This design comes from an exercise in tuning for small area and a short achievable clock period on the open sky130 flow, not from production work. Only simulation tests tie the RTL to the original design; equivalence was not proved. Power figures rest on the tool's default switching activity, not on a simulated workload.

// sharedMemSys
module sharedMemSys (
  input  logic                           clk,
  input  logic                           rst,
  input  logic [memArbPkg::nMasters-1:0] cmdValid,
  input  logic [memArbPkg::nMasters-1:0] cmdWrite,
  input  logic [memArbPkg::nMasters*memArbPkg::addrW-1:0] cmdAddr,   
  input  logic [memArbPkg::nMasters*memArbPkg::dataW-1:0] cmdData,   
  output logic [memArbPkg::nMasters-1:0] cmdFull,
  output logic [memArbPkg::nMasters-1:0] rdValid,
  output memArbPkg::data_t               rdData,
  output memArbPkg::grant_t              gnt
);
export LEC_CHECK = 0
export CAP_MARGIN = 20
export CORE_MARGIN = 2
export CORE_UTILIZATION = 64
export CTS_CLUSTER_DIAMETER = 70
export CTS_CLUSTER_SIZE = 30
export SETUP_SLACK_MARGIN = 1.95
export SLEW_MARGIN = 20
export SYNTH_HIERARCHICAL = 1
export TNS_END_PERCENT = 30
create_clock -name core_clock -period 4.0 [get_ports {clk}]
standard.sh (not shown) runs the stock make flow with config.mk's settings and CLKGATE_MAP_FILE= SYNTH_SCRIPT=/design/flow/synth_recipe.tcl, a recipe that flattens the netlist after the stock synthesis.
==> flow/flow/run.sh <==
#!/bin/bash
# standard layout, with port buffers of a plain buffer cell instead of the
# delay-type buffer buffer_ports picks on its own, and timing repair free to
# change a cell's drive strength (not only within its footprint)
set -euo pipefail
bash standard.sh "BUFFER_PORTS_ARGS=-buffer_cell sky130_fd_sc_hd__buf_2" MATCH_CELL_FOOTPRINT=0 finish > make_finish.log 2>&1
The starting point completed without violations.
Next try:
CORE_UTILIZATION = 60   (was 64)
SETUP_SLACK_MARGIN = 2.25   (was 1.95)
TNS_END_PERCENT = 100   (was 30)
Effect:
- The new run passed the timing, DRC and antenna checks
- hold slack loses 140 ps
- register-to-register slack gets better by 20 ps
- cell count is higher by 3.3%
- global-route usage rises by 0.70 points
- utilization goes down by 0.90 points
- wire length came out higher by 8.7%
- final area goes up by 4.7%
- setup slack gains 42 ps
- fmax rises by 1.9%
- synthesized area is unchanged
- power goes up by 6.4%

---

Starting RTL as in the previous note.
==> flow/design.v (excerpt) <==
module sharedMemSys (
  input  logic                           clk,
  input  logic                           rst,
  input  logic [memArbPkg::nMasters-1:0] cmdValid,
  input  logic [memArbPkg::nMasters-1:0] cmdWrite,
  input  logic [memArbPkg::nMasters*memArbPkg::addrW-1:0] cmdAddr,   
  input  logic [memArbPkg::nMasters*memArbPkg::dataW-1:0] cmdData,   
  output logic [memArbPkg::nMasters-1:0] cmdFull,
  output logic [memArbPkg::nMasters-1:0] rdValid,
  output memArbPkg::data_t               rdData,
  output memArbPkg::grant_t              gnt
);
clock: 4.0 ns
lec_check: 0
cap_margin: 20
core_margin: 2
core_utilization: 60
cts_cluster_diameter: 70
cts_cluster_size: 30
setup_slack_margin: 1.95
slew_margin: 20
synth_hierarchical: 1
tns_end_percent: 30
Scripts as last shown in full above: flow/flow/run.sh
Edit:
--- a/flow/config.mk
+++ b/flow/config.mk
@@ -10 +10 @@
-export CORE_UTILIZATION = 60
+export CORE_UTILIZATION = 62
@@ -16 +16 @@
-export TNS_END_PERCENT = 30
+export TNS_END_PERCENT = 20
What happened: Worst hold slack improves by 0.016 ns. Final cell count went down by 1.1%. Non-clock buffer count goes down by 3. Clock-buffer cell count came out lower by 4. Wire length came out lower by 2.3%. Global-route usage came out higher by 0.17 points. Die area is lower by 3.2%. Power hardly moves. First-iteration DRC count is higher by 6.1%. Worst setup slack is worse by 0.067 ns. Utilization came out higher by 1.8 points.
Edit:
==> flow/flow/run.sh (replaced) <==
#!/bin/bash
# standard layout, with port buffers of a plain buffer cell instead of the
# delay-type buffer buffer_ports picks on its own
set -euo pipefail
bash standard.sh "BUFFER_PORTS_ARGS=-buffer_cell sky130_fd_sc_hd__buf_2" finish > make_finish.log 2>&1
--- a/flow/config.mk
+++ b/flow/config.mk
@@ -10 +10 @@
-export CORE_UTILIZATION = 62
+export CORE_UTILIZATION = 60
@@ -13 +13 @@
-export SETUP_SLACK_MARGIN = 1.95
+export SETUP_SLACK_MARGIN = 1.9
@@ -16 +16 @@
-export TNS_END_PERCENT = 20
+export TNS_END_PERCENT = 10
Effect: Setup slack improved by 0.020 ns. First-iteration DRC count decreases by 4.7%. Cell area shrinks by about 0.5%. Routed wire length is higher by 2.1%. Count of clock-buffer cells in the layout increases by 4. Critical path depth came out lower by 1. Sequential cell count is unchanged. Hold slack degrades by 0.021 ns.
Edit:
==> flow/flow/run.sh (replaced) <==
#!/bin/bash
# standard layout, with port buffers of a plain buffer cell instead of the
# delay-type buffer buffer_ports picks on its own, and timing repair free to
# change a cell's drive strength (not only within its footprint)
set -euo pipefail
bash standard.sh "BUFFER_PORTS_ARGS=-buffer_cell sky130_fd_sc_hd__buf_2" MATCH_CELL_FOOTPRINT=0 finish > make_finish.log 2>&1
--- a/flow/config.mk
+++ b/flow/config.mk
@@ -10 +10 @@
-export CORE_UTILIZATION = 60
+export CORE_UTILIZATION = 64
@@ -13 +13 @@
-export SETUP_SLACK_MARGIN = 1.9
+export SETUP_SLACK_MARGIN = 2.0
@@ -16 +16 @@
-export TNS_END_PERCENT = 10
+export TNS_END_PERCENT = 50
What happened: Setup slack gets better by 0.13 ns. Wire length climbs by 0.44%. Clock-buffer cell count climbs by 7. Sequential share of layout area drops by 1.0 points. Die area drops by 6.2%. Design area climbs by about 2%.
Edit:
--- a/flow/config.mk
+++ b/flow/config.mk
@@ -13 +13 @@
-export SETUP_SLACK_MARGIN = 2.0
+export SETUP_SLACK_MARGIN = 2.05
Outcome:
- die area does not change
- cell area went up by 1.7%
- fmax went down by 2.8%

---

Starting RTL as in the previous note.
## sharedMemSys
module sharedMemSys (
  input  logic                           clk,
  input  logic                           rst,
  input  logic [memArbPkg::nMasters-1:0] cmdValid,
  input  logic [memArbPkg::nMasters-1:0] cmdWrite,
  input  logic [memArbPkg::nMasters*memArbPkg::addrW-1:0] cmdAddr,   
  input  logic [memArbPkg::nMasters*memArbPkg::dataW-1:0] cmdData,   
  output logic [memArbPkg::nMasters-1:0] cmdFull,
  output logic [memArbPkg::nMasters-1:0] rdValid,
  output memArbPkg::data_t               rdData,
  output memArbPkg::grant_t              gnt
);
  localparam int NM = memArbPkg::nMasters;
  localparam int AW = memArbPkg::addrW;
  localparam int DW = memArbPkg::dataW;
  logic [NM-1:0]     nextReq;
  logic [NM-1:0]     nextWrite;
  logic [NM*AW-1:0]  nextAddr;
  logic [NM*DW-1:0]  nextData;
  memArbPkg::grant_t nextGnt;   
  logic [NM-1:0]     nextPop;   
  logic [NM-1:0]    issPop;     
  logic             issWrite;
  logic             issWe;
  logic [7:0]       issHi;
  logic [7:0]       issLo;
  memArbPkg::data_t issDataX;   
  logic             phase;      
  for (genvar i = 0; i < NM; i++) begin : gMaster
    cmdQueueMaster queueMaster (
      .clk       (clk),
      .rst       (rst),
      .cmdValid  (cmdValid[i]),
      .cmdWrite  (cmdWrite[i]),
      .cmdAddr   (cmdAddr[i*AW +: AW]),
      .cmdData   (cmdData[i*DW +: DW]),
      .pop       (issPop[i]),
      .nextPop   (nextPop[i]),
      .cmdFull   (cmdFull[i]),
      .nextReq   (nextReq[i]),
      .nextWrite (nextWrite[i]),
      .nextAddr  (nextAddr[i*AW +: AW]),
      .nextData  (nextData[i*DW +: DW])
    );
  end
  sliceArbiter arbiter (
    .clk      (clk),
    .rst      (rst),
    .nextReq  (nextReq),
    .gnt      (gnt),
    .gntAhead (nextGnt)
  );
  localparam int CW = 1 + AW + DW;   
  logic             selWrite;
  memArbPkg::addr_t selAddr;
  memArbPkg::data_t selData;
  logic [CW-1:0]    sel;
  ...
==> flow/config.mk <==
export PLATFORM = sky130hd
export DESIGN_NAME = sharedMemSys
export DESIGN_NICKNAME = sharedMemSys
export VERILOG_FILES = /design/flow/design.v
export SDC_FILE = /design/flow/constraint.sdc
export NUM_CORES = 4
export LEC_CHECK = 0
export CAP_MARGIN = 20
export CORE_MARGIN = 2
export CORE_UTILIZATION = 60
export CTS_CLUSTER_DIAMETER = 70
export CTS_CLUSTER_SIZE = 30
export SETUP_SLACK_MARGIN = 2.0
export SLEW_MARGIN = 20
export SYNTH_HIERARCHICAL = 1
export TNS_END_PERCENT = 50
==> flow/constraint.sdc <==
create_clock -name core_clock -period 4.0 [get_ports {clk}]
set_input_delay 0.8000 -clock core_clock [delete_from_list [all_inputs] [get_ports {clk}]]
set_output_delay 0.8000 -clock core_clock [all_outputs]
set_load 0.01 [all_outputs]
==> flow/flow/run.sh <==
#!/bin/bash
# standard layout, with port buffers of a plain buffer cell instead of the
# delay-type buffer buffer_ports picks on its own, and timing repair free to
# change a cell's drive strength (not only within its footprint)
set -euo pipefail
bash standard.sh "BUFFER_PORTS_ARGS=-buffer_cell sky130_fd_sc_hd__buf_2" MATCH_CELL_FOOTPRINT=0 finish > make_finish.log 2>&1
Rerun with:
--- a/flow/config.mk
+++ b/flow/config.mk
@@ -16 +16 @@
-export TNS_END_PERCENT = 50
+export TNS_END_PERCENT = 40
Outcome: The changed run ran to the end with no violations. Global-route usage stays flat. Combinational power came out lower by about 0.9%. Register-to-register slack is about the same. Setup slack improves by 0.015 ns. Utilization decreases by 0.14 points. Sequential power is about the same.
Rerun with:
--- a/flow/config.mk
+++ b/flow/config.mk
@@ -13 +13 @@
-export SETUP_SLACK_MARGIN = 2.0
+export SETUP_SLACK_MARGIN = 2.1
@@ -16 +16 @@
-export TNS_END_PERCENT = 40
+export TNS_END_PERCENT = 100
- register-to-register slack degrades by 0.03 ns
- cell area came out higher by about 2%
- power came out higher by about 2%
- sequential power stays flat
- area after synthesis is unchanged
- die area does not change

[separate check: timing with driven ports]
How much do the figures lean on ideal ports? The routed layouts below were timed once more, with nothing changed but the port constraints. Step 1 assumes that a clkbuf_16 drives the clock port and a buf_2 every other input. Step 2, shift: input delay + t, output delay - t, t = (earliest + latest rising clock arrival at the registers) / 2. This alone moves slack from input paths to output paths. Three values: no drivers, after step 1, after step 2; two values: the first two.
run | shift t [ns] | setup WS [ns] | worst setup path at the end | latest minus earliest clock arrival (ns) | cell pins on the clock port's net
the first run of note 1 | 0.734 | 1.816 / 1.741 / 1.567 | input to register | 0.037 / 0.037 | 1
the second run of note 1 | 0.750 | 1.857 / 1.857 / 1.474 | input to register | 0.041 / 0.042 | 1
the first run of note 2 | 0.747 | 1.825 / 1.787 / 1.583 | input to register | 0.030 / 0.030 | 1
the second run of note 2 | 0.746 | 1.758 / 1.758 / 1.599 | input to register | 0.031 / 0.031 | 1
the third run of note 2 | 0.747 | 1.778 / 1.778 / 1.553 | input to register | 0.035 / 0.034 | 1
the fourth run of note 2 | 0.736 | 1.908 / 1.834 / 1.596 | input to register | 0.045 / 0.045 | 1
the fifth run of note 2 | 0.726 | 1.847 / 1.814 / 1.532 | input to register | 0.041 / 0.041 | 1
the first run of note 3 | 0.748 | 1.903 / 1.844 / 1.671 | input to register | 0.035 / 0.035 | 1
the second run of note 3 | 0.750 | 1.918 / 1.840 / 1.641 | input to register | 0.035 / 0.035 | 1
the third run of note 3 | 0.749 | 1.891 / 1.831 / 1.557 | input to register | 0.031 / 0.032 | 1
After both steps every run listed still meets setup and hold. The setup slack of the second run of note 1, which loses most, moves by 0.000 ns with the drivers and by -0.383 ns with both steps.
